Context: an optimization exercise on an open-source flow, tuned for small area, a short achievable clock period and few clock cycles per item. The choices shown serve that exercise and are no tape-out recipe.
Function was checked by simulation only, so behaviour that the tests miss may differ from the original.

$ cat flow/flow/run.sh
#!/bin/bash
# The standard layout, with timing repair asked to reach 6.5 ns of setup slack
# at the design's 11 ns clock (config.mk's SETUP_SLACK_MARGIN stops at 5).
# Everything else is the standard flow, run whole by standard.sh.
set -o pipefail
export SETUP_SLACK_MARGIN=6.5
bash standard.sh > standard.log 2>&1
status=$?
tail -20 standard.log
exit $status
$ cat flow/standard.sh
#!/bin/bash
# synth_recipe.tcl (not shown) runs the flow's synth.tcl, then flattens the netlist and writes it again
# the make line also repeats each setting of config.mk as NAME=value (left out here)
make -C /OpenROAD-flow-scripts/flow DESIGN_CONFIG=/design/flow/config.mk WORK_HOME=/design/flow/orfs CLKGATE_MAP_FILE= SYNTH_SCRIPT=/design/flow/synth_recipe.tcl "${@:-finish}"
$ cat flow/config.mk
export PLATFORM = sky130hd
export DESIGN_NAME = uv_sphere_mesh_generator
export DESIGN_NICKNAME = uv_sphere_mesh_generator
export VERILOG_FILES = /design/flow/design.v
export SDC_FILE = /design/flow/constraint.sdc
export NUM_CORES = 4
export LEC_CHECK = 0
export CAP_MARGIN = 20
export CORE_MARGIN = 2
export CORE_UTILIZATION = 50
export CTS_BUF_LIST = sky130_fd_sc_hd__clkbuf_8
export CTS_CLUSTER_SIZE = 30
export SLEW_MARGIN = 20
$ cat flow/constraint.sdc
create_clock -name core_clock -period 11.0 [get_ports {clk}]
set_input_delay 2.2000 -clock core_clock [delete_from_list [all_inputs] [get_ports {clk}]]
set_output_delay 2.2000 -clock core_clock [all_outputs]
set_load 0.01 [all_outputs]
$ cat flow/design.v
`timescale 1ns / 1ps
package uvs_pkg;
    localparam logic signed [31:0] CORDIC_X0 = 32'sd652032874;
    localparam logic [8:0]  RESET_STEPS  = 9'd24;
    localparam logic [30:0] RESET_RADIUS = 31'd65536;
    localparam logic [29:0] RESET_ASTEP  = 30'd89478485;
    localparam logic [2:0] PH_NPOLE = 3'd0;
    localparam logic [2:0] PH_SPOLE = 3'd1;
    localparam logic [2:0] PH_VERT  = 3'd2;
    localparam logic [2:0] PH_NORTH = 3'd3;
    localparam logic [2:0] PH_MID   = 3'd4;
    localparam logic [2:0] PH_SOUTH = 3'd5;
    localparam logic [2:0] PH_IDLE  = 3'd6;
    localparam logic [1:0] KIND_VERTEX = 2'd0;
    localparam logic [1:0] KIND_TRI    = 2'd1;
    localparam logic [1:0] KIND_IDLE   = 2'd2;
    function automatic logic [31:0] atan_val(input logic [3:0] k);
        logic [31:0] v;
        case (k)
            4'd0:    v = 32'd536870912;
            4'd1:    v = 32'd316933406;
            4'd2:    v = 32'd167458907;
            4'd3:    v = 32'd85004756;
            4'd4:    v = 32'd42667331;
            4'd5:    v = 32'd21354465;
            4'd6:    v = 32'd10679838;
            4'd7:    v = 32'd5340245;
            4'd8:    v = 32'd2670163;
            4'd9:    v = 32'd1335087;
            4'd10:   v = 32'd667544;
            4'd11:   v = 32'd333772;
            4'd12:   v = 32'd166886;
            4'd13:   v = 32'd83443;
            4'd14:   v = 32'd41722;
            default: v = 32'd20861;
        endcase
        atan_val = v;
    endfunction
    function automatic logic [15:0] quant_norm(input logic [31:0] n);
        logic [32:0]        s;
        logic signed [16:0] t;
        logic [15:0]        q;
        s = {n[31], n} + 33'd32768;
        t = s[32:16];
        if (t > 17'sd16384)
            q = 16'd16384;
        else if (t < -17'sd16384)
            q = 16'hC000;
        else
            q = t[15:0];
        quant_norm = q;
    endfunction
endpackage
`timescale 1ns / 1ps
module uvs_ctrl (
    input  logic        clk,
    input  logic        rst_n,
    input  logic [7:0]  sm1,          
    input  logic [7:0]  sm2,          
    input  logic        restart,      
    input  logic        advance,      
    output logic [2:0]  phase,
    output logic [15:0] ca,
    output logic [15:0] cb,
    output logic [15:0] cc,
    output logic        last
);
    logic [7:0]  ring, col;
    logic        half;
    logic [15:0] base, a_reg;
    logic [15:0] cbv, a1, as0, as1;
    logic        col_last, ring_last, ring_last2;
    function automatic logic [15:0] add_s(input logic [15:0] v, input logic [7:0] m1);
        logic [16:0] t;
        t = {v, 1'b1} + {8'd0, m1, 1'b1};
        add_s = t[16:1];
    endfunction
    assign col_last   = (col == sm1);
    assign ring_last  = (ring == sm1);
    assign ring_last2 = (ring == sm2);
    assign a1         = a_reg + 16'd1;
    assign cbv        = col_last ? base : a1;
    assign as0        = add_s(a_reg, sm1);
    assign as1        = col_last ? a1 : as0 + 16'd1;
    always_comb
    begin
        ca   = a_reg;
        cb   = cbv;
        cc   = 16'd0;
        last = 1'b0;
        case (phase)
            uvs_pkg::PH_MID:
            begin
                if (!half)
                begin
                    ca = a_reg;
                    cb = as0;
                    cc = cbv;
                end
                else
                begin
                    ca = as1;
                    cb = cbv;
                    cc = as0;
                end
            end
            uvs_pkg::PH_SOUTH:
            begin
                ca   = a_reg;
                cb   = 16'd1;
                cc   = cbv;
                last = col_last;
            end
            default: ;
        endcase
    end
    always_ff @(posedge clk or negedge rst_n)
    begin
        if (!rst_n)
        begin
            phase <= uvs_pkg::PH_NPOLE;
            ring  <= 8'd1;
            col   <= 8'd0;
            half  <= 1'b0;
            base  <= 16'd2;
            a_reg <= 16'd2;
        end
        else if (restart)
        begin
            phase <= uvs_pkg::PH_SPOLE;
            ring  <= 8'd1;
            col   <= 8'd0;
            half  <= 1'b0;
            base  <= 16'd2;
            a_reg <= 16'd2;
        end
        else if (advance)
        begin
            case (phase)
                uvs_pkg::PH_NPOLE: phase <= uvs_pkg::PH_SPOLE;
                uvs_pkg::PH_SPOLE: phase <= uvs_pkg::PH_VERT;
                uvs_pkg::PH_VERT:
                begin
                    if (col_last)
                    begin
                        col <= 8'd0;
                        if (ring_last)
                        begin
                            phase <= uvs_pkg::PH_NORTH;
                            ring  <= 8'd1;
                        end
                        else
                            ring <= ring + 8'd1;
                    end
                    else
                        col <= col + 8'd1;
                end
                uvs_pkg::PH_NORTH:
                begin
                    if (col_last)
                    begin
                        phase <= uvs_pkg::PH_MID;
                        col   <= 8'd0;
                        a_reg <= base;
                        half  <= 1'b0;
                    end
                    else
                    begin
                        col   <= col + 8'd1;
                        a_reg <= a1;
                    end
                end
                uvs_pkg::PH_MID:
                begin
                    if (!half)
                        half <= 1'b1;
                    else
                    begin
                        half <= 1'b0;
                        if (col_last)
                        begin
                            col   <= 8'd0;
                            base  <= a1;
                            a_reg <= a1;
                            if (ring_last2)
                                phase <= uvs_pkg::PH_SOUTH;
                            else
                                ring <= ring + 8'd1;
                        end
                        else
                        begin
                            col   <= col + 8'd1;
                            a_reg <= a1;
                        end
                    end
                end
                uvs_pkg::PH_SOUTH:
                begin
                    if (col_last)
                    begin
                        phase <= uvs_pkg::PH_IDLE;
                        col   <= 8'd0;
                    end
                    else
                    begin
                        col   <= col + 8'd1;
                        a_reg <= a1;
                    end
                end
                default: ;
            endcase
        end
    end
endmodule
`timescale 1ns / 1ps
module uvs_lane (
    input  logic        clk,
    input  logic        rst_n,
    input  logic        start,
    input  logic        abort,
    input  logic [31:0] ang,
    input  logic        tag_in,
    input  logic        take,
    output logic        busy,
    output logic        fin,
    output logic [31:0] x_out,
    output logic [31:0] y_out,
    output logic        flip,
    output logic        tag
);
    logic [3:0]         k;           
    logic [3:0]         kxn, kyx;    
    logic [3:0]         kx, ky;
    logic signed [31:0] x, y;
    logic [31:0]        z;
    logic               zneg;
    logic [31:0]        dx, dy, at;
    logic               done;        
    logic [31:0]        x_nx, y_nx, z_nx;
    assign fin  = busy && (k == 4'd15);
    assign zneg = z[31];
    assign kx   = ~kxn;
    assign ky   = kyx ^ 4'b0101;
    assign dx   = done ? 32'd0 : 32'(y >>> ky);
    assign dy   = done ? 32'd0 : 32'(x >>> kx);
    assign at   = uvs_pkg::atan_val(k);
    assign x_nx = 32'(({x, 1'b1} + {dx ^ {32{!zneg}}, !zneg}) >> 1);
    assign y_nx = 32'(({y, 1'b1} + {dy ^ {32{zneg}}, zneg}) >> 1);
    assign z_nx = 32'(({z, 1'b1} + {at ^ {32{!zneg}}, !zneg}) >> 1);
    assign x_out = x_nx;
    assign y_out = y_nx;
    always_ff @(posedge clk)
    begin
        if (abort)
            busy <= 1'b0;
        else if (start)
            busy <= 1'b1;
        else if (fin && take)
            busy <= 1'b0;
    end
    always_ff @(posedge clk)
    begin
        if (start)
            done <= 1'b0;
        else if (fin)
            done <= 1'b1;
        if (start)
        begin
            k    <= 4'd0;
            kxn  <= 4'hF;
            kyx  <= 4'b0101;
            x    <= uvs_pkg::CORDIC_X0;
            y    <= 32'd0;
            z[31] <= ang[30];
            flip <= ang[31] ^ ang[30];
            tag  <= tag_in;
        end
        else
        begin
            if (!fin)
            begin
                k    <= k + 4'd1;
                kxn  <= ~(k + 4'd1);
                kyx  <= (k + 4'd1) ^ 4'b0101;
                z[31] <= z_nx[31];
            end
            x    <= x_nx;
            y    <= y_nx;
        end
        if (start)
            z[30:0] <= ang[30:0];
        else
            z[30:0] <= z_nx[30:0];
    end
endmodule
module uvs_mul (
    input  logic        clk,
    input  logic [31:0] m_nx,
    input  logic [16:0] qw_nx,
    input  logic        fneg_nx,
    input  logic        hi,
    output logic [31:0] res,
    output logic [31:0] fraw
);
    logic [31:0] m;
    logic [7:0]  d_one, d_two, d_neg;
    always_ff @(posedge clk)
    begin
        m <= m_nx;
        for (int j = 0; j < 8; j++)
        begin
            d_one[j] <= qw_nx[2*j+1] ^ qw_nx[2*j];
            d_two[j] <= (qw_nx[2*j+2] & ~qw_nx[2*j+1] & ~qw_nx[2*j])
                      | (~qw_nx[2*j+2] & qw_nx[2*j+1] & qw_nx[2*j]);
            d_neg[j] <= qw_nx[2*j+2] ^ fneg_nx;
        end
    end
    localparam logic [47:0] K2 = 48'hAAAAAAAB2000;
    logic [47:0] s_q, c_q;
    logic        c16_q;
    logic [47:0] row [0:10];
    logic [47:0] l1s0, l1c0, l1s1, l1c1, l1s2, l1c2;
    logic [47:0] l2s0, l2c0, l2s1, l2c1;
    logic [47:0] l3s0, l3c0;
    logic [47:0] l4s0, l4c0;
    logic [47:0] l5s0, l5c0;
    logic [16:0] lo_sum;
    logic [47:0] fsum;
    logic [33:0] rnd;
    function automatic logic [95:0] csa(input logic [47:0] a, input logic [47:0] b,
                                        input logic [47:0] c);
        logic [47:0] s, co;
        s  = a ^ b ^ c;
        co = ((a & b) | (a & c) | (b & c)) << 1;
        csa = {s, co};
    endfunction
    always_comb
    begin
        logic        ng, ngp;
        logic [32:0] bb, tt;
        ngp = 1'b0;
        for (int j = 0; j < 8; j++)
        begin
            ng  = d_neg[j];
            bb  = d_one[j] ? {m[31], m} : (d_two[j] ? {m, 1'b0} : 33'd0);
            tt  = ng ? ~bb : bb;
            row[j] = 48'({~tt[32], tt[31:0]}) << (2*j);
            if (j > 0)
                row[j][2*j-2] = ngp;
            ngp = ng;
        end
        row[8]     = hi ? K2 : 48'd0;
        row[8][14] = ngp;
        row[9]     = hi ? {16'd0, s_q[47:16]} : 48'd0;
        row[10]    = hi ? {16'd0, c_q[47:16]} : 48'd0;
    end
    assign {l1s0, l1c0} = csa(row[0], row[1], row[2]);
    assign {l1s1, l1c1} = csa(row[3], row[4], row[5]);
    assign {l1s2, l1c2} = csa(row[6], row[7], row[8]);
    assign {l2s0, l2c0} = csa(l1s0, l1c0, l1s1);
    assign {l2s1, l2c1} = csa(l1c1, l1s2, l1c2);
    assign {l3s0, l3c0} = csa(l2s0, l2c0, l2s1);
    assign {l4s0, l4c0} = csa(l2c1, row[9], row[10]);
    assign {l5s0, l5c0} = csa(l3s0, l3c0, l4s0);
    assign lo_sum = {1'b0, s_q[15:0]} + {1'b0, c_q[15:0]};
    always_ff @(posedge clk)
    begin
        {s_q, c_q} <= csa(l5s0, l5c0, l4c0);
        if (hi)
            c16_q <= lo_sum[16];
    end
    assign fsum = s_q[47:0] + c_q[47:0] + {47'd0, c16_q};
    assign rnd  = fsum[47:14];
    assign fraw = rnd[31:0];
    always_comb
    begin
        if (!rnd[33] && (rnd[32:31] != 2'b00))
            res = 32'h7FFFFFFF;
        else if (rnd[33] && ((rnd[32:31] != 2'b11) || (rnd[30:0] == 31'd0)))
            res = 32'h80000001;
        else
            res = rnd[31:0];
    end
endmodule
`timescale 1ns / 1ps
module uv_sphere_mesh_generator (
    input  logic               clk,
    input  logic               rst_n,
    input  logic               item_valid,
    output logic               item_ready,
    input  logic               restart,
    output logic               result_valid,
    input  logic               result_ready,
    output logic [1:0]         item_kind,
    output logic signed [31:0] pos_x,
    output logic signed [31:0] pos_y,
    output logic signed [31:0] pos_z,
    output logic signed [15:0] norm_x,
    output logic signed [15:0] norm_y,
    output logic signed [15:0] norm_z,
    output logic [15:0]        corner_a,
    output logic [15:0]        corner_b,
    output logic [15:0]        corner_c,
    output logic               final_item,
    input  logic               cfg_valid,
    output logic               cfg_ready,
    input  logic [1:0]         cfg_index,
    input  logic [30:0]        cfg_data
);
    logic [7:0]  sm1, sm2;
    logic [30:0] radius;
    logic [29:0] astep;
    assign cfg_ready = 1'b1;
    always_ff @(posedge clk or negedge rst_n)
    begin
        if (!rst_n)
            sm2 <= 8'(uvs_pkg::RESET_STEPS - 9'd2);
        else
            sm2 <= sm1 - 8'd1;
    end
    always_ff @(posedge clk or negedge rst_n)
    begin
        if (!rst_n)
        begin
            sm1    <= 8'(uvs_pkg::RESET_STEPS - 9'd1);
            radius <= uvs_pkg::RESET_RADIUS;
            astep  <= uvs_pkg::RESET_ASTEP;
        end
        else if (cfg_valid)
        begin
            case (cfg_index)
                2'd0:
                begin
                    if (cfg_data[8:0] < 9'd4)
                        sm1 <= 8'd3;
                    else if (cfg_data[8:0] > 9'd256)
                        sm1 <= 8'd255;
                    else
                        sm1 <= 8'(cfg_data[8:0] - 9'd1);
                end
                2'd1: radius <= cfg_data;
                2'd2: astep  <= cfg_data[29:0];
                default: ;
            endcase
        end
    end
    localparam logic [1:0] OS_EMPTY = 2'd0;
    localparam logic [1:0] OS_FILL  = 2'd1;
    localparam logic [1:0] OS_FULL  = 2'd2;
    localparam logic [1:0] OS_PRES  = 2'd3;
    logic [1:0]  out_state, out_state_nx;
    logic [1:0]  pend_cnt, pend_cnt_nx;
    logic [2:0]  pend_rs, pend_rs_nx;
    logic        ready_q;
    logic        push, taken, out_avail, can_serve, serve, serve_rst, serve_adv;
    logic [2:0]  owed_nx;
    logic        claim;       
    logic        wr_px;       
    logic        wr_py;       
    logic [2:0]  phase;
    logic [15:0] tri_a, tri_b, tri_c;
    logic        tri_last;
    logic [1:0]         o_kind;
    logic signed [31:0] o_px, o_py, o_pz;
    logic [15:0]        o_nx, o_ny, o_nz;
    logic               o_ntri;    
    logic               o_nv;      
    logic               o_last;
    assign push      = item_valid && ready_q;
    assign taken     = (out_state == OS_PRES) && result_ready;
    assign out_avail = (out_state != OS_PRES) || result_ready;
    assign can_serve = (pend_cnt != 2'd0) && out_avail;
    assign serve_rst = can_serve && pend_rs[0];
    assign serve     = can_serve && (pend_rs[0] || (phase != uvs_pkg::PH_VERT)
                                     || (out_state == OS_FULL) || wr_py);
    assign serve_adv = serve && !pend_rs[0];
    uvs_ctrl u_ctrl (
        .clk     (clk),
        .rst_n   (rst_n),
        .sm1     (sm1),
        .sm2     (sm2),
        .restart (serve_rst),
        .advance (serve_adv),
        .phase   (phase),
        .ca      (tri_a),
        .cb      (tri_b),
        .cc      (tri_c),
        .last    (tri_last)
    );
    always_comb
    begin
        pend_cnt_nx = pend_cnt;
        pend_rs_nx  = pend_rs;
        if (serve)
        begin
            pend_rs_nx  = {1'b0, pend_rs[2:1]};
            pend_cnt_nx = pend_cnt - 2'd1;
        end
        if (push)
        begin
            pend_rs_nx[pend_cnt_nx] = restart;
            pend_cnt_nx = pend_cnt_nx + 2'd1;
        end
    end
    logic [31:0] mres, fraw;
    logic [31:0] nx_q, ny_q, pz_q;
    logic [15:0] nzq_q;
    always_comb
    begin
        out_state_nx = out_state;
        if (serve)
            out_state_nx = OS_PRES;
        else if (taken)
            out_state_nx = OS_EMPTY;
        else if (claim && !abort)
            out_state_nx = OS_FILL;
        else if (wr_py)
            out_state_nx = OS_FULL;
    end
    assign owed_nx = {1'b0, pend_cnt_nx} + ((out_state_nx == OS_PRES) ? 3'd1 : 3'd0);
    always_ff @(posedge clk or negedge rst_n)
    begin
        if (!rst_n)
        begin
            out_state <= OS_EMPTY;
            pend_cnt  <= 2'd0;
            pend_rs   <= 3'd0;
            ready_q   <= 1'b1;
        end
        else
        begin
            out_state <= out_state_nx;
            pend_cnt  <= pend_cnt_nx;
            pend_rs   <= pend_rs_nx;
            ready_q   <= (owed_nx < 3'd3);
        end
    end
    assign item_ready   = ready_q;
    assign result_valid = (out_state == OS_PRES);
    logic        srv_pole, srv_south, srv_tri;
    logic [31:0] rad32;
    assign rad32     = {1'b0, radius};
    assign srv_pole  = serve_rst || (phase == uvs_pkg::PH_NPOLE) || (phase == uvs_pkg::PH_SPOLE);
    assign srv_south = !serve_rst && (phase == uvs_pkg::PH_SPOLE);
    assign srv_tri   = !serve_rst && ((phase == uvs_pkg::PH_NORTH) || (phase == uvs_pkg::PH_MID)
                                      || (phase == uvs_pkg::PH_SOUTH));
    always_ff @(posedge clk)
    begin
        if (serve && (serve_rst || (phase != uvs_pkg::PH_VERT)))
        begin
            o_kind <= srv_pole ? uvs_pkg::KIND_VERTEX
                    : (srv_tri ? uvs_pkg::KIND_TRI : uvs_pkg::KIND_IDLE);
            o_px   <= 32'sd0;
            o_py   <= 32'sd0;
            o_pz   <= srv_pole ? (srv_south ? -rad32 : rad32) : 32'd0;
            o_ntri <= !srv_tri;
            o_nv   <= !srv_pole;
            o_nx   <= srv_tri ? tri_a : 16'd0;
            o_ny   <= srv_tri ? tri_b : 16'd0;
            o_nz   <= srv_pole ? (srv_south ? 16'hC000 : 16'd16384)
                    : (srv_tri ? tri_c : 16'd0);
            o_last <= srv_tri && tri_last;
        end
        else
        begin
            if (wr_px)
            begin
                o_px <= mres;
                o_nx <= uvs_pkg::quant_norm(nx_q);
            end
            if (wr_py)
            begin
                o_kind <= uvs_pkg::KIND_VERTEX;
                o_py   <= mres;
                o_pz   <= pz_q;
                o_ny   <= uvs_pkg::quant_norm(ny_q);
                o_nz   <= nzq_q;
                o_ntri <= 1'b1;
                o_nv   <= 1'b0;
                o_last <= 1'b0;
            end
        end
    end
    assign item_kind  = o_kind;
    assign pos_x      = o_px;
    assign pos_y      = o_py;
    assign pos_z      = o_pz;
    assign norm_x     = o_nv ? 16'd0 : o_nx;
    assign norm_y     = o_nv ? 16'd0 : o_ny;
    assign norm_z     = o_nv ? 16'd0 : o_nz;
    assign corner_a   = o_ntri ? 16'd0 : o_nx;
    assign corner_b   = o_ntri ? 16'd0 : o_ny;
    assign corner_c   = o_ntri ? 16'd0 : o_nz;
    assign final_item = o_last;
    logic        abort;
    logic [7:0]  j_ring, j_col;
    logic        j_th, j_done;
    logic [31:0] th_acc, ph_acc;
    logic        iss_ptr, cmp_ptr;
    logic        issue;
    logic [31:0] j_ang;
    logic        j_col_last, j_ring_last;
    always_ff @(posedge clk or negedge rst_n)
    begin
        if (!rst_n)
            abort <= 1'b1;
        else
            abort <= serve_rst;
    end
    assign j_ang       = j_th ? th_acc : ph_acc;
    logic [1:0]  u_st;           
    logic        u_th, u_c;
    logic [31:0] u_acc, u_add;
    logic [16:0] u_lo;
    logic [15:0] u_hi;
    assign u_acc = u_th ? th_acc : ph_acc;
    assign u_add = u_th ? {2'd0, astep} : {1'b0, astep, 1'b0};
    assign u_lo  = {1'b0, u_acc[15:0]} + {1'b0, u_add[15:0]};
    assign u_hi  = u_acc[31:16] + u_add[31:16] + {15'd0, u_c};
    assign j_col_last  = (j_col == sm1);
    assign j_ring_last = (j_ring == sm1);
    logic [1:0]  l_start, l_take, l_busy, l_fin, l_flip, l_tag, l_free;
    logic [31:0] l_x [0:1];
    logic [31:0] l_y [0:1];
    logic        b_valid, b_flip, b_tag;
    logic [31:0] b_x, b_y;
    logic        b_release, b_load;
    assign b_load = l_fin[cmp_ptr] && (!b_valid || b_release);
    always_comb
    begin
        l_take        = 2'b00;
        l_take[cmp_ptr] = b_load;
        l_free[0]     = !l_busy[0] || (l_fin[0] && l_take[0]);
        l_free[1]     = !l_busy[1] || (l_fin[1] && l_take[1]);
    end
    assign issue = !j_done && l_free[iss_ptr] && (u_st == 2'd0);
    always_comb
    begin
        l_start          = 2'b00;
        l_start[iss_ptr] = issue;
    end
    for (genvar g = 0; g < 2; g++)
    begin : g_lane
        uvs_lane u_lane (
            .clk    (clk),
            .rst_n  (rst_n),
            .start  (l_start[g]),
            .abort  (abort),
            .ang    (j_ang),
            .tag_in (j_th),
            .take   (l_take[g]),
            .busy   (l_busy[g]),
            .fin    (l_fin[g]),
            .x_out  (l_x[g]),
            .y_out  (l_y[g]),
            .flip   (l_flip[g]),
            .tag    (l_tag[g])
        );
    end
    always_ff @(posedge clk)
    begin
        if (abort)
        begin
            j_ring  <= 8'd1;
            j_col   <= 8'd0;
            j_th    <= 1'b1;
            j_done  <= 1'b0;
            th_acc  <= {2'd0, astep};
            ph_acc  <= 32'd0;
            u_st    <= 2'd0;
            iss_ptr <= 1'b0;
            cmp_ptr <= 1'b0;
            b_valid <= 1'b0;
        end
        else
        begin
            if (issue)
            begin
                iss_ptr <= !iss_ptr;
                if (j_th)
                begin
                    j_th   <= 1'b0;
                    j_col  <= 8'd1;
                    ph_acc <= {1'b0, astep, 1'b0};
                    u_th   <= 1'b1;
                    u_st   <= 2'd1;
                end
                else
                begin
                    if (j_col_last)
                    begin
                        j_col  <= 8'd0;
                        ph_acc <= 32'd0;
                        if (j_ring_last)
                            j_done <= 1'b1;
                        else
                        begin
                            j_ring <= j_ring + 8'd1;
                            j_th   <= 1'b1;
                        end
                    end
                    else
                    begin
                        j_col  <= j_col + 8'd1;
                        u_th   <= 1'b0;
                        u_st   <= 2'd1;
                    end
                end
            end
            if (u_st == 2'd1)
            begin
                u_st <= 2'd2;
                u_c  <= u_lo[16];
                if (u_th)
                    th_acc[15:0] <= u_lo[15:0];
                else
                    ph_acc[15:0] <= u_lo[15:0];
            end
            else if (u_st == 2'd2)
            begin
                u_st <= 2'd0;
                if (u_th)
                    th_acc[31:16] <= u_hi;
                else
                    ph_acc[31:16] <= u_hi;
            end
            if (b_load)
            begin
                cmp_ptr <= !cmp_ptr;
                b_valid <= 1'b1;
            end
            else if (b_release)
                b_valid <= 1'b0;
        end
    end
    always_ff @(posedge clk)
    begin
        if (b_load)
        begin
            b_x    <= l_x[cmp_ptr];
            b_y    <= l_y[cmp_ptr];
            b_flip <= l_flip[cmp_ptr];
            b_tag  <= l_tag[cmp_ptr];
        end
    end
    localparam logic [2:0] OP_NONE = 3'd0;
    localparam logic [2:0] OP_P0   = 3'd1;    
    localparam logic [2:0] OP_P1   = 3'd2;    
    localparam logic [2:0] OP_P2   = 3'd3;    
    localparam logic [2:0] OP_P3   = 3'd4;    
    localparam logic [2:0] OP_TH   = 3'd5;    
    localparam logic [1:0] NX_ITEM = 2'd0;
    localparam logic [1:0] NX_P1   = 2'd1;
    localparam logic [1:0] NX_P2   = 2'd2;
    localparam logic [1:0] NX_P3   = 2'd3;
    logic [2:0]  mop, fop, mop_nx;    
    logic        mhi;
    logic [1:0]  nxt, nxt_nx;
    localparam logic [31:0] CX0 = 32'd1073741822;
    localparam logic [31:0] CY0 = 32'hFFFFB636;
    logic        cpend, cpend_nx, csrc, csrc_nx, csrc_op;
    logic        fneg_q, fneg_nx;
    logic [16:0] qw_nx;
    logic [31:0] st_q;
    logic        flip_t;
    logic        free_m;
    logic [31:0] qsrc, ct_v;
    logic [31:0] m_op;
    assign free_m = (mop == OP_NONE) || mhi;
    always_comb
    begin
        mop_nx  = OP_NONE;
        nxt_nx  = nxt;
        fneg_nx = fneg_q;
        claim   = 1'b0;
        cpend_nx = cpend;
        csrc_nx  = csrc;
        if (free_m)
        begin
            case (nxt)
                NX_ITEM:
                begin
                    if (cpend)
                    begin
                        mop_nx   = OP_P0;
                        nxt_nx   = NX_P1;
                        fneg_nx  = flip_t;
                        cpend_nx = 1'b0;
                        csrc_nx  = 1'b1;
                    end
                    else if (b_valid && !b_release)
                    begin
                        if (b_tag)
                        begin
                            mop_nx   = OP_TH;
                            fneg_nx  = b_flip;
                            cpend_nx = 1'b1;
                        end
                        else
                        begin
                            mop_nx  = OP_P0;
                            nxt_nx  = NX_P1;
                            fneg_nx = b_flip ^ flip_t;
                            csrc_nx = 1'b0;
                        end
                    end
                end
                NX_P1:
                begin
                    mop_nx = OP_P1;
                    nxt_nx = NX_P2;
                end
                NX_P2:
                begin
                    if ((out_state == OS_EMPTY) && (phase == uvs_pkg::PH_VERT))
                    begin
                        mop_nx  = OP_P2;
                        nxt_nx  = NX_P3;
                        fneg_nx = 1'b0;
                        claim   = 1'b1;
                    end
                end
                default:
                begin
                    mop_nx = OP_P3;
                    nxt_nx = NX_ITEM;
                end
            endcase
        end
        else
            mop_nx = mop;
    end
    logic [2:0]  op;
    always_comb
    begin
        op      = free_m ? mop_nx : mop;
        csrc_op = free_m ? csrc_nx : csrc;
        case (op)
            OP_P0:   qsrc = csrc_op ? CX0 : b_x;
            OP_P1:   qsrc = csrc_op ? CY0 : b_y;
            OP_P2:   qsrc = nx_q;
            OP_P3:   qsrc = ny_q;
            default: qsrc = b_x;
        endcase
        qw_nx = free_m ? {qsrc[15:0], 1'b0} : qsrc[31:15];
    end
    assign b_release = !mhi && (((mop == OP_P1) && !csrc) || (mop == OP_TH));
    assign m_op      = ((op == OP_P0) || (op == OP_P1)) ? st_q : {1'b0, radius};
    assign ct_v      = b_flip ? -b_x : b_x;
    uvs_mul u_mul (
        .clk  (clk),
        .m_nx    (m_op),
        .qw_nx   (qw_nx),
        .fneg_nx (fneg_nx),
        .hi      (mhi),
        .res  (mres),
        .fraw (fraw)
    );
    assign wr_px = (fop == OP_P2) && (out_state == OS_FILL);
    assign wr_py = (fop == OP_P3) && (out_state == OS_FILL);
    always_ff @(posedge clk)
    begin
        if (abort)
        begin
            mop   <= OP_NONE;
            fop   <= OP_NONE;
            mhi   <= 1'b0;
            nxt   <= NX_ITEM;
            cpend <= 1'b0;
            csrc  <= 1'b0;
        end
        else
        begin
            mop   <= mop_nx;
            nxt   <= nxt_nx;
            cpend <= cpend_nx;
            csrc  <= csrc_nx;
            mhi <= !free_m;
            fop <= mhi ? mop : OP_NONE;
        end
    end
    always_ff @(posedge clk)
    begin
        fneg_q <= fneg_nx;
        if (fop == OP_P0)
            nx_q <= fraw;
        if (fop == OP_P1)
            ny_q <= fraw;
        if (fop == OP_TH)
            pz_q <= mres;
        if (!mhi && (mop == OP_TH))
        begin
            st_q   <= b_y;
            flip_t <= b_flip;
            nzq_q  <= uvs_pkg::quant_norm(ct_v);
        end
    end
endmodule
==> results.cfg, run 1 <==
[floorplan]
row_count = 142
core_area_sq_mm = 0.150
die_w_microns = 393
die_area_sq_mm = 0.154
die_h_microns = 393
pin_count = 237
start_util = 0.504

[layout]
area_delta_synth_final_pct = 15.2
top_regs = g_lane.u_lane.x: 64 flops, g_lane.u_lane.y: 64 flops, g_lane.u_lane.z: 64 flops
nNetsFinal = 9185
drive_above_1_share = 0.139

[grt]
grt_pass1_vias = 62500
grt_overflow = 0
grt_max_degree = 78
grt_usage = 0.341
grt_antenna_before_repair = 6
grt_pass1_wl_microns = 397000

[clocking]
clk_path_buf_depth = 3
cts_tree = built
cts_sinks = 1026
cts_max_level = 4
numCtsBuffers = 180
clk_pin_slew_ns = 0.05
root_buffer = clkbuf_8
cts_hold_buf = 0
clock_latency_ns = 0.94

[drt]
num_vias = 65400
vias_per_cell = 6.13
first_iter_violations = 6902
met1_length_microns = 113000
ant_nets = 0
wl_met3_microns = 23600
firstDrtPassIters = 8
wl_per_cell_microns = 25.3
wl_microns = 270000
drc = 0
highest_layer = met4
wl_met2_microns = 120000

[yosys]
yosys_warnings = 7
synth-main-ff-cell = dfxtp_1
synth_edf_count = 335
syn_inst = 8318
synth_cell_types = 101
ys_seq_area_frac = 0.326
async_flop_share = 0.135
synth_area_sq_mm = 0.0755
avgSynthCellArea_sq_um = 9.08
yosys.area.top_type = dfxtp_1
ys_seq_elements = 1026
ys_top_cells_by_area = dfxtp_1 15%, edfxtp_1 13%, xnor2_1 7.2%
synth_nets = 9002
yosys.area.top_type_share = 0.147

[sta]
setup_viol = 0
period_minus_slack_ns = 4.61
max_freq_ghz = 0.217
rsz0062_at_grt = true
finalClockSkew_ns = 0.0537
fin_ws_ns = 6.39
drv_slew = 0
relSlewSlack = 0.213
hold_viol = 0
setup_tns_ns = 0
worst_pin_slew_ns = 1.18
period_share = 0.419

[setup_path]
cpLargestDelayFamily = compound AO/OA/AOI/OAI gates
slowest_delay_ns = 0.42
crit_path_start_kind = register
crit_chain = bufbuf_16 -> mux4_2 -> mux2i_1 -> a211oi_2 -> xnor2_1 -> ha_1 -> a21oi_1 -> nor2b_1 -> or4_1 -> a41oi_2 -> o31ai_1 -> buf_4 -> nand2_1 -> o211ai_1 -> a21oi_2 -> o31ai_2 -> a221o_1 -> xnor2_2 -> mux2i_1
rr_endpoint = b_x[31]
path_max_fanout = 35
cp_num_buf_inv = 2
endpoint_kind = register
critPathKind = register to register
r2r_start = g_lane[0].u_lane.kyx[0]
critical_path.most_common_cell = mux2i_1
critical-path-slowest-cell = dfxtp_4
reg2regPathDepth = 19
required_ns = 11.65
r2r_setup_slack_ns = 6.39
cp.arrival_ns = 5.27

[place]
hpwl_microns = 195000
port_buffers = 235
post-place-ws_ns = 5.41
gp_congestion = 0.973

[min_path]
whs_path_depth = 2
holdCritStartpoint = o_px[19]
min_to = o_px[19]
hold_path.class = register to register

[run]
maxCapViolCount = 0

[outcome]
status = no timing/DRC/antenna violations
## synthesized netlist by cell type, types with 17 or more instances
cell,instances
a211o_1,17
a211oi_1,132
a21boi_0,24
a21o_1,153
a21oi_1,447
a221oi_1,46
a22oi_1,210
a311oi_1,30
a31oi_1,48
and2_1,112
and3_1,61
buf_1,82
clkbuf_1,448
dfrtp_1,111
dfstp_2,27
dfxtp_1,553
edfxtp_1,335
fa_1,259
ha_1,386
inv_1,401
mux2_2,182
mux2i_1,180
mux4_2,68
nand2_1,843
nand2b_1,73
nand3_1,141
nand4_1,59
nor2_1,575
nor2b_1,160
nor3_1,130
nor4_1,34
o211ai_1,38
o21a_1,44
o21ai_0,566
o21bai_1,38
o22ai_1,39
o31ai_1,33
or2_2,25
or3_1,43
xnor2_1,623
xor2_1,265
## placed cells by master, fill, tap and decap left out, types with 227 or more instances in the layout
cell      synthesis  layout
edfxtp_1        335     335
o21ai_0         566     530
xnor2_1         623     608
ha_1            386     376
nand2_1         843     832
nor2_1          575     558
buf_4             2     228
inv_1           401     449
dfxtp_1         553     531
fa_1            259     259
xor2_1          265     253
a21oi_1         447     415
clkbuf_8          0     227
## logic make-up (layout without fill, tap and decap cells)
kind of cell    count (synthesis)  after routing  share of synthesized area
mux                           435            435                     0.0730
xor+xnor                      888            888                      0.103
buf+inv                       947           1278                     0.0473
compound gates               2042           2042                      0.174
simple gates                 2333           2337                      0.144
flops                        1026           1026                      0.326
fa+ha+maj                     646            646                      0.133
other cells                     1              8                  0.0000497
## worst reg2reg max path, cell delays in order (launching register included)
cell	delay (ns)
dfxtp_4	0.42
bufbuf_16	0.38
mux4_2	0.35
mux2i_1	0.24
a211oi_2	0.13
xnor2_1	0.27
ha_1	0.30
a21oi_1	0.17
nor2b_1	0.09
or4_1	0.42
a41oi_2	0.19
o31ai_1	0.11
buf_4	0.16
nand2_1	0.05
o211ai_1	0.10
a21oi_2	0.25
o31ai_2	0.11
a221o_1	0.36
xnor2_2	0.15
mux2i_1	0.08
## routing by layer
layer / global-route usage / vias up
met5: 0 / -
met1: 0.464 / 31900
met4: 0.151 / 0
met2: 0.531 / 3189
li1: - / 29800
met3: 0.0579 / 599
## how the worst max path moves through the flow
stage	depth (start not counted)	slack, ns	from	endpoint
after floorplan	21	6.51	g_lane[1].u_lane.kxn[0]	b_x[29]
after global placement	18	5.43	g_lane[0].u_lane.kyx[0]	b_x[30]
after detailed placement	18	5.41	g_lane[0].u_lane.kyx[0]	b_y[26]
after CTS	18	6.40	g_lane[1].u_lane.kxn[0]	b_y[30]
after global routing	20	6.23	g_lane[0].u_lane.kyx[0]	b_x[25]
final	19	6.39	g_lane[0].u_lane.kyx[0]	b_x[31]
## metrics by stage
stage,std cells,instance area [sq um],hold slack [ns],utilization
4_1_cts,10600,85200,0.457,0.568
6_report,10700,87000,0.451,0.580
3_5_place_dp,10100,79400,0.444,0.529
2_1_floorplan,8318,75600,0.421,-
3_3_place_gp,10100,79400,0.435,0.529
5_1_grt,10700,87000,0.480,0.580
## final cells by class
| class | count | area [sq um] |
|---|---|---|
| Clock inverter | 107 | 699 |
| Inverter | 410 | 1580 |
| Clock buffer | 227 | 3120 |
| Sequential cell | 1026 | 24700 |
| Timing Repair inverter | 2 | 12.5 |
| Fill cell | 13500 | 62900 |
| Antenna cell | 7 | 17.5 |
| Tap cell | 2016 | 2520 |
| Multi-Input combinational cell | 6349 | 48900 |
| Timing Repair Buffer | 532 | 5470 |
## what timing repair did
| action | 4_1_cts | 5_1_grt |
|---|---|---|
| gates cloned | 19 | 5 |
| buffers inserted | 89 | 79 |
| resized for setup | 271 | 257 |
| endpoints found under the setup margin | 487 | 334 |
| pin swaps | 76 | 107 |
Testbench counts, summed over its fixed seeds: cycles 53,994, items 15,858.
==> run 2: changes to the inputs <==
==> flow/flow/run.sh (replaced) <==
#!/bin/bash
# The standard layout, with timing repair asked to reach 6.3 ns of setup slack
# at the design's 11 ns clock (config.mk's SETUP_SLACK_MARGIN stops at 5).
# Everything else is the standard flow, run whole by standard.sh.
set -o pipefail
export SETUP_SLACK_MARGIN=6.3
bash standard.sh > standard.log 2>&1
status=$?
tail -20 standard.log
exit $status
--- a/flow/config.mk
+++ b/flow/config.mk
@@ -7,7 +7,7 @@
 export LEC_CHECK = 0
 export CAP_MARGIN = 20
 export CORE_MARGIN = 2
-export CORE_UTILIZATION = 50
+export CORE_UTILIZATION = 40
 export CTS_BUF_LIST = sky130_fd_sc_hd__clkbuf_8
 export CTS_CLUSTER_SIZE = 30
 export SLEW_MARGIN = 20
==> run 2 against run 1 <==
Register-to-register slack worse by 0.16 ns. Die area is 25% higher. Non-clock buffer count is 31 lower. Critical endpoint unchanged. Largest cell class unchanged.
==> results.cfg, run 2 <==
[outcome]
status = no timing/DRC/antenna violations

[grt]
grt_antenna_before_repair = 15
grtUsageMet2 = 0.425
grt.met1_usage = 0.366
grt_pass1_vias = 62000
grt_max_degree = 76
grt_usage = 0.272
top_usage_layer = met2
globalRouteMet3Util = 0.0463
grt_overflow = 0
grt_pass1_wl_microns = 399000

[clocking]
cts_tree = built
root_buffer = clkbuf_8
clk_path_buf_depth = 3
clk_pin_slew_ns = 0.07
cts_sinks = 1026
numCtsBuffers = 185
clock_latency_ns = 0.98
cts_max_level = 4
cts_hold_buf = 0

[yosys]
synth_edf_count = 335
ys_top_cells_by_area = dfxtp_1 15%, edfxtp_1 13%, xnor2_1 7.2%
ys_seq_elements = 1026
yosys.area.top_type_share = 0.147
synth_nets = 9002
yosys_warnings = 7
post-synth-top-count-cell = nand2_1
syn_inst = 8318
synth_commonest_cells = 843 x nand2_1, 623 x xnor2_1, 575 x nor2_1
synth-main-ff-cell = dfxtp_1
synth_cell_types = 101
synth_area_sq_mm = 0.0755
async_flop_share = 0.135
yosys.area.top_type = dfxtp_1
ys_seq_area_frac = 0.326
avgSynthCellArea_sq_um = 9.08

[sta]
max_freq_ghz = 0.209
setup_tns_ns = 0
worst_pin_slew_ns = 1.11
relSlewSlack = 0.259
setup_viol = 0
drv_slew = 0
hold_ws_ns = 0.451
period_minus_slack_ns = 4.77
period_share = 0.434
finalClockSkew_ns = 0.0593
hold_viol = 0
rsz0062_at_grt = true

[min_path]
min_to = o_px[19]
whs_path_depth = 2
hold_path.class = register to register
holdCritStartpoint = o_px[19]

[layout]
n_fill_cell = 17800
layout_commonest_cell = nand2_1
top_regs = g_lane.u_lane.x: 64 flops, g_lane.u_lane.y: 64 flops, g_lane.u_lane.z: 64 flops
area_delta_synth_final_pct = 15.0
nNetsFinal = 9159
most-common-layout-cells = 835 x nand2_1, 606 x xnor2_1, 559 x nor2_1
drive_above_1_share = 0.130
stdcell_count = 11100

[floorplan]
row_count = 159
core_area_sq_mm = 0.188
pin_count = 237
die_w_microns = 438
die_area_sq_mm = 0.192
start_util = 0.403
die_h_microns = 438

[drt]
wl_per_cell_microns = 24.4
vias_per_cell = 5.86
wl_microns = 271000
ant_nets = 0
firstDrtPassIters = 6
drc = 0
num_vias = 65300
first_iter_violations = 6492

[setup_path]
critPathKind = register to register
cp.arrival_ns = 5.45
reg2regPathDepth = 19
required_ns = 11.68
r2r_setup_slack_ns = 6.23
crit_path_start_kind = register
rr_endpoint = b_x[31]
r2r_start = g_lane[0].u_lane.kyx[0]
endpoint_kind = register
path_max_fanout = 6

[place]
hpwl_microns = 198000
port_buffers = 235
post-place-cells = 10600
gp_congestion = 0.966

[run]
maxCapViolCount = 0
==> run 2: cell counts after synthesis <==
Identical to the previous run, type by type.
==> run 2: cell families after synthesis <==
| kind of cell | share of synthesized area |
|---|---|
| AND/OR/NAND/NOR | 0.144 |
| AO/OA/AOI/OAI | 0.174 |
| flip-flops | 0.326 |
| buffers and inverters | 0.0473 |
| XOR/XNOR | 0.103 |
| adder cells (fa/ha/maj) | 0.133 |
| multiplexers | 0.0730 |
| other | 0.0000497 |
==> run 2: per-stage QoR <==
stage / cell area, sq um / util / setup WS [ns]
after global routing: 86800 / 0.463 / 6.06
after global placement: 80000 / 0.426 / 4.63
after floorplan: 75600 / - / 6.30
after detailed placement: 80000 / 0.426 / 4.63
final: 86900 / 0.463 / 6.23
after CTS: 85300 / 0.455 / 6.15
==> run 2: layout make-up <==
class	instances	area, sq um	share of cell area
diodes	11	27.5	0.000317
flip-flops and latches	1026	24700	0.284
repair inverters	4	20.0	0.000230
clock inverters	125	831	0.00957
clock buffers	224	3080	0.0355
well taps	2495	3120	0.0359
inverters	410	1590	0.0183
repair buffers	501	4930	0.0568
multi-input cells	6347	48600	0.559
==> run 2: layer usage <==
metal,vias to the layer above,share of wire
met1,31900,0.42
met2,3118,0.44
met5,-,0.000074
met4,2,0.054
met3,624,0.083
li1,29700,-
==> run 2: how the worst max path moves through the flow <==
stage                                  from      end  slack, ns  cells past startpoint
global placement    g_lane[1].u_lane.kxn[0]  b_x[30]       4.63                     21
detailed placement  g_lane[1].u_lane.kxn[0]  b_x[30]       4.63                     21
global route        g_lane[0].u_lane.kyx[0]  b_x[28]       6.06                     21
CTS                 g_lane[0].u_lane.kyx[0]  b_x[30]       6.15                     22
finish              g_lane[0].u_lane.kyx[0]  b_x[31]       6.23                     19
floorplan           g_lane[0].u_lane.kyx[0]  b_y[25]       6.30                     20
==> run 2: worst max-delay path: stages, from the launching register on <==
cell	delay (ns)
dfxtp_4	0.40
buf_16	0.14
buf_8	0.12
mux2_4	0.31
mux4_2	0.51
nor2_4	0.11
a211oi_2	0.07
xnor2_1	0.15
ha_1	0.34
nor2b_4	0.15
or4_4	0.44
a41oi_4	0.24
o31ai_4	0.12
nand2_1	0.08
o211ai_1	0.14
a21oi_2	0.32
o31ai_2	0.11
a221o_1	0.38
xnor2_4	0.25
mux2i_1	0.11
==> run 2: what timing repair did <==
action / 4_1_cts / 5_1_grt
setup buffers: 67 / 67
setup endpoints to repair: 370 / 247
gates resized for setup: 146 / 187
pin swaps: 47 / 120
gates cloned: 11 / 11
==> run 3: changes to the inputs <==
--- a/flow/config.mk
+++ b/flow/config.mk
@@ -7,7 +7,7 @@
 export LEC_CHECK = 0
 export CAP_MARGIN = 20
 export CORE_MARGIN = 2
-export CORE_UTILIZATION = 40
+export CORE_UTILIZATION = 50
 export CTS_BUF_LIST = sky130_fd_sc_hd__clkbuf_8
 export CTS_CLUSTER_SIZE = 30
 export SLEW_MARGIN = 20
==> run 3 against run 2 <==
Cell area decreased by 1.3%. Largest cell class unchanged. Still clean on timing, DRC and antenna.
==> results.cfg, run 3 <==
[setup_path]
critPathKind = register to register
cp.arrival_ns = 5.34
r2r_setup_slack_ns = 6.33
endpoint_kind = register
path_max_fanout = 17
crit_path_start_kind = register
r2r_start = g_lane[0].u_lane.kyx[0]
rr_endpoint = b_y[30]
cp_num_buf_inv = 5
crit_chain = buf_12 -> buf_12 -> buf_16 -> mux4_2 -> mux2i_2 -> a211oi_1 -> xnor2_1 -> ha_1 -> and3_1 -> a221o_1 -> buf_4 -> a21oi_2 -> o221ai_2 -> a31oi_2 -> nor2_2 -> o21a_1 -> a31oi_4 -> o21ai_1 -> xnor2_1 -> buf_4 -> mux2i_1
worstSetupPathDepth = 21
reg2regPathDepth = 21
cpLargestDelayFamily = compound AO/OA/AOI/OAI gates
critical-path-slowest-cell = mux4_2
slowest_delay_ns = 0.55
required_ns = 11.66

[sta]
setup_viol = 0
finalClockSkew_ns = 0.0668
rsz0062_at_grt = true
max_freq_ghz = 0.214
setup_tns_ns = 0
hold_viol = 0
period_share = 0.425
drv_slew = 0
period_minus_slack_ns = 4.67
hold_ws_ns = 0.452
worst_pin_slew_ns = 1.21
fin_ws_ns = 6.33
relSlewSlack = 0.194

[yosys]
yosys.area.top_type_share = 0.147
ys_seq_area_frac = 0.326
post-synth-top-count-cell = nand2_1
synth_edf_count = 335
synth_nets = 9002
synth_area_sq_mm = 0.0755
synth-main-ff-cell = dfxtp_1
avgSynthCellArea_sq_um = 9.08
synth_cell_types = 101
syn_inst = 8318
yosys_warnings = 7
yosys.area.top_type = dfxtp_1
async_flop_share = 0.135
ys_seq_elements = 1026
synth_commonest_cells = 843 x nand2_1, 623 x xnor2_1, 575 x nor2_1
ys_top_cells_by_area = dfxtp_1 15%, edfxtp_1 13%, xnor2_1 7.2%

[min_path]
min_to = o_px[1]
whs_path_depth = 2
holdCritStartpoint = o_px[1]
hold_path.class = register to register

[place]
hpwl_microns = 194000
post-place-ws_ns = 5.17
post-place-cells = 10100
placed_cell_area_sq_mm = 0.0794
gp_congestion = 0.958
port_buffers = 235

[layout]
drive_above_1_share = 0.124
layout_commonest_cell = nand2_1
n_fill_cell = 13600
stdcell_count = 10600
nNetsFinal = 9124
final_util = 0.571
stdcell_area_sq_mm = 0.0857
area_delta_synth_final_pct = 13.5
most-common-layout-cells = 836 x nand2_1, 608 x xnor2_1, 564 x nor2_1
top_regs = g_lane.u_lane.x: 64 flops, g_lane.u_lane.y: 64 flops, g_lane.u_lane.z: 64 flops

[grt]
grt_max_degree = 88
grt_pass1_vias = 61600
grt_usage = 0.335
grt_antenna_before_repair = 11
grt_overflow = 0
grt_pass1_wl_microns = 392000

[floorplan]
die_area_sq_mm = 0.154
die_w_microns = 393
start_util = 0.504
die_h_microns = 393
pin_count = 237
row_count = 142
core_area_sq_mm = 0.150

[drt]
firstDrtPassIters = 8
ant_nets = 0
wl_microns = 267000
num_vias = 64900
vias_per_cell = 6.12
drc = 0
wl_per_cell_microns = 25.2
first_iter_violations = 6764

[run]
maxCapViolCount = 0

[clocking]
clk_path_buf_depth = 3
numCtsBuffers = 182
cts_sinks = 1026
root_buffer = clkbuf_8
cts_max_level = 4
cts_tree = built
clk_pin_slew_ns = 0.06
clock_latency_ns = 0.98

[outcome]
status = no timing/DRC/antenna violations
## run 3: timing repair
item	4_1_cts	5_1_grt
buffers inserted	33	78
hold buffers	0	0
setup endpoints to repair	366	235
cloned	7	13
gates resized for setup	78	206
pin swaps	17	87
## run 3: kinds of logic (layout without fill, tap and decap cells)
| group | Yosys count | after routing | share of synthesized area |
|---|---|---|---|
| buf+inv | 947 | 1220 | 0.0473 |
| other cells | 1 | 6 | 0.0000497 |
| flops | 1026 | 1026 | 0.326 |
| compound gates | 2042 | 2042 | 0.174 |
| mux | 435 | 435 | 0.0730 |
| simple gates | 2333 | 2336 | 0.144 |
| xor+xnor | 888 | 888 | 0.103 |
| fa+ha+maj | 646 | 646 | 0.133 |
## run 3: worst min-delay path, delay by kind of cell, from the launching register on
| kind | cells | cell delay, ns |
|---|---|---|
| flip-flops | 1 | 0.32 |
| AND/OR/NAND/NOR | 1 | 0.04 |
| AO/OA/AOI/OAI | 1 | 0.05 |
## run 3: cell type report
class	count	area, sq um	share of cell area
Clock inverter	128	1020	0.0119
Inverter	410	1580	0.0185
Clock buffer	210	2890	0.0337
Timing Repair inverter	5	25.0	0.000292
Sequential cell	1026	24700	0.288
Tap cell	2016	2520	0.0294
Multi-Input combinational cell	6348	48400	0.565
Timing Repair Buffer	467	4560	0.0532
Antenna cell	5	12.5	0.000146
## run 3: worst max-delay path by stage
stage	slack (ns)	start	end
floorplan	6.30	g_lane[0].u_lane.kyx[0]	b_y[25]
global placement	5.24	g_lane[1].u_lane.kxn[0]	b_x[30]
detailed placement	5.17	g_lane[1].u_lane.kxn[0]	b_x[30]
CTS	6.21	g_lane[0].u_lane.kyx[0]	b_x[30]
global route	6.14	g_lane[0].u_lane.kyx[1]	b_x[31]
finish	6.33	g_lane[0].u_lane.kyx[0]	b_y[30]
## run 3: per-layer routing
layer / GRT usage / vias up / wire length [microns]
met4: 0.135 / 6 / 11800
met1: 0.455 / 31700 / 112000
met3: 0.0599 / 582 / 23400
met2: 0.529 / 3033 / 120000
li1: - / 29600 / -
met5: 0 / - / 40
==> run 4: changes to the inputs <==
==> flow/flow/run.sh (replaced) <==
#!/bin/bash
# The standard layout, with timing repair asked to reach 6.1 ns of setup slack
# at the design's 11 ns clock (config.mk's SETUP_SLACK_MARGIN stops at 5).
# Everything else is the standard flow, run whole by standard.sh.
set -o pipefail
export SETUP_SLACK_MARGIN=6.1
bash standard.sh > standard.log 2>&1
status=$?
tail -20 standard.log
exit $status
--- a/flow/config.mk
+++ b/flow/config.mk
@@ -7,7 +7,7 @@
 export LEC_CHECK = 0
 export CAP_MARGIN = 20
 export CORE_MARGIN = 2
-export CORE_UTILIZATION = 50
+export CORE_UTILIZATION = 40
 export CTS_BUF_LIST = sky130_fd_sc_hd__clkbuf_8
 export CTS_CLUSTER_SIZE = 30
 export SLEW_MARGIN = 20
==> run 4 against run 3 <==
Flip-flop and latch count did not move. Critical path depth fell by 1. Non-clock buffer count fell by 39. Hold slack barely moved.
==> results.cfg, run 4 <==
[outcome]
status = no timing/DRC/antenna violations

[floorplan]
row_count = 159
pin_count = 237
die_area_sq_mm = 0.192
core_area_sq_mm = 0.188
die_w_microns = 438
start_util = 0.403
die_h_microns = 438

[drt]
firstDrtPassIters = 8
num_vias = 64600
vias_per_cell = 5.84
first_iter_violations = 6353
drc = 0
wl_per_cell_microns = 24.2
wl_microns = 268000
ant_nets = 0

[sta]
finalClockSkew_ns = 0.0449
setup_tns_ns = 0
drv_slew = 0
period_minus_slack_ns = 4.81
rsz0062_at_grt = true
period_share = 0.437
worst_pin_slew_ns = 1.10
fin_ws_ns = 6.19
hold_viol = 0
relSlewSlack = 0.258
hold_ws_ns = 0.452
setup_viol = 0
max_freq_ghz = 0.208

[yosys]
ys_top_cells_by_area = dfxtp_1 15%, edfxtp_1 13%, xnor2_1 7.2%
ys_seq_area_frac = 0.326
async_flop_share = 0.135
avgSynthCellArea_sq_um = 9.08
synth_commonest_cells = 843 x nand2_1, 623 x xnor2_1, 575 x nor2_1
synth_cell_types = 101
yosys_warnings = 7
synth-main-ff-cell = dfxtp_1
synth_area_sq_mm = 0.0755
yosys.area.top_type = dfxtp_1
yosys.area.top_type_share = 0.147
syn_inst = 8318
synth_edf_count = 335
post-synth-top-count-cell = nand2_1
ys_seq_elements = 1026
synth_nets = 9002

[layout]
most-common-layout-cells = 837 x nand2_1, 613 x xnor2_1, 567 x nor2_1
stdcell_count = 11100
multi_input_area_sq_mm = 0.0481
drive_above_1_share = 0.112
area_delta_synth_final_pct = 13.4
top_regs = g_lane.u_lane.x: 64 flops, g_lane.u_lane.y: 64 flops, g_lane.u_lane.z: 64 flops
n_fill_cell = 18000
nNetsFinal = 9085
layout_commonest_cell = nand2_1
seq_area_sq_mm = 0.0247

[setup_path]
critical-path-slowest-cell = mux4_2
crit_path_start_kind = register
cp.arrival_ns = 5.50
required_ns = 11.69
endpoint_kind = register
critical_path.most_common_cell = buf_4
path_max_fanout = 5
critPathKind = register to register
slowest_delay_ns = 0.54
crit_chain = buf_16 -> buf_4 -> buf_4 -> buf_4 -> mux4_2 -> mux2i_4 -> a211oi_2 -> xnor2_1 -> ha_1 -> nor2b_1 -> or4_1 -> a41oi_2 -> o31ai_4 -> nand2_1 -> o211ai_1 -> a21oi_2 -> o31ai_4 -> a221o_1 -> xnor2_2 -> mux2i_1

[clocking]
numCtsBuffers = 187
clock_latency_ns = 0.97
cts_sinks = 1026
cts_max_level = 4
clk_pin_slew_ns = 0.06
root_buffer = clkbuf_8
clk_path_buf_depth = 3
cts_tree = built

[place]
port_buffers = 235
post-place-cells = 10600
post-place-ws_ns = 4.81
gp_congestion = 0.955
hpwl_microns = 198000

[grt]
grt_overflow = 0
grt_max_degree = 76
grt_pass1_wl_microns = 394000
grt_antenna_before_repair = 11
grt_usage = 0.268
grt_pass1_vias = 61500

[run]
maxCapViolCount = 0

[min_path]
hold_path.class = register to register
run 4: changes by cell type in the layout (fill, tap and decap cells not counted), sizes merged:
cell,before,now
buf,224,187
bufbuf,1,4
bufinv,15,12
clkbuf,218,221
clkinv,45,41
clkinvlp,26,13
diode,5,4
inv,457,479
nor2b,163,161
run 4: kinds of logic (layout without fill, tap and decap cells):
logic type	Yosys count	in the layout	share of synthesized area
DFF	1026	1026	0.326
and+or+nand+nor	2333	2334	0.144
muxes	435	435	0.0730
buffers and inverters	947	1191	0.0473
other	1	5	0.0000497
xor gates and xnor gates	888	888	0.103
adders and majority gates	646	646	0.133
AOI/OAI and AO/OA	2042	2042	0.174
run 4: layer usage:
metal	GRT usage	vias up	routed length (microns)
met2	0.422	2968	120000
met1	0.363	31500	113000
met3	0.0441	528	22200
li1	-	29500	-
met4	0.118	0	12800
met5	0	-	0
run 4: path summary, 6_finish.rpt:
kind,from,to,cells past startpoint,slack [ns]
min,o_px[1],o_px[1],2,0.45
max reg2reg,g_lane[0].u_lane.kyx[0],b_x[31],20,6.19
max,g_lane[0].u_lane.kyx[0],b_x[31],20,6.19
max in group asynchronous,rst_n,u_ctrl.a_reg[6],2,8.35
min reg2reg,o_px[1],o_px[1],2,0.45
min in group asynchronous,rst_n,astep[19],1,1.24
run 4: stage by stage:
stage / instance area, sq um / utilization
6_report: 85600 / 0.456
5_1_grt: 85600 / 0.456
4_1_cts: 84400 / 0.450
3_5_place_dp: 80000 / 0.426
3_3_place_gp: 80000 / 0.426
2_1_floorplan: 75500 / -
run 4: timing repair:
item,4_1_cts,5_1_grt
buffers inserted,13,60
setup endpoints to repair,222,143
cloned,4,6
pin swaps,8,49
hold buffers,0,0
resized for setup,56,138
run 4: worst max-delay path, delay by kind of cell (launching register included):
family / cells / cell delay [ns]
AO/OA/AOI/OAI: 7 / 1.35
XOR/XNOR: 2 / 0.41
adder cells (fa/ha/maj): 1 / 0.37
buffers and inverters: 4 / 0.52
flip-flops: 1 / 0.39
multiplexers: 3 / 0.84
AND/OR/NAND/NOR: 3 / 0.66
run 4: cell type report:
cell class,count,area share
antenna,4,0.000117
clock buffer,218,0.0350
inverter,410,0.0185
timing repair inverter,2,0.000117
multi-input combinational,6346,0.561
clock inverter,133,0.0116
timing repair buffer,428,0.0487
tap,2495,0.0365
sequential,1026,0.288

static timing again, ports no longer ideal:
Ports are ideal in the flow. The routed layouts listed here were re-timed in OpenROAD. Step 1, drivers: a clkbuf_16 drives clk and a buf_2 each remaining input, both assumed. Step 2 also shifts input and output timing later by t, the mid clock arrival at the registers, as if the neighbouring blocks saw the same clock. a / b / c = ideal ports / drivers / drivers and shift; a / b = the first two.
| run | t (ns) | setup slack, ns | slew at the worst register clock pin (ns) |
|---|---|---|---|
| run 1 | 0.992 | 6.386 / 6.386 / 5.623 | 0.07 / 0.07 |
| run 2 | 1.051 | 6.225 / 6.225 / 5.619 | 0.07 / 0.07 |
| run 3 | 1.020 | 6.326 / 6.317 / 5.461 | 0.08 / 0.08 |
| run 4 | 1.034 | 6.189 / 6.189 / 5.501 | 0.07 / 0.07 |
After both steps setup and hold are still met in every run listed. For run 3, which loses most, drivers alone change the setup slack by -0.009 ns; drivers and shift together by -0.865 ns.
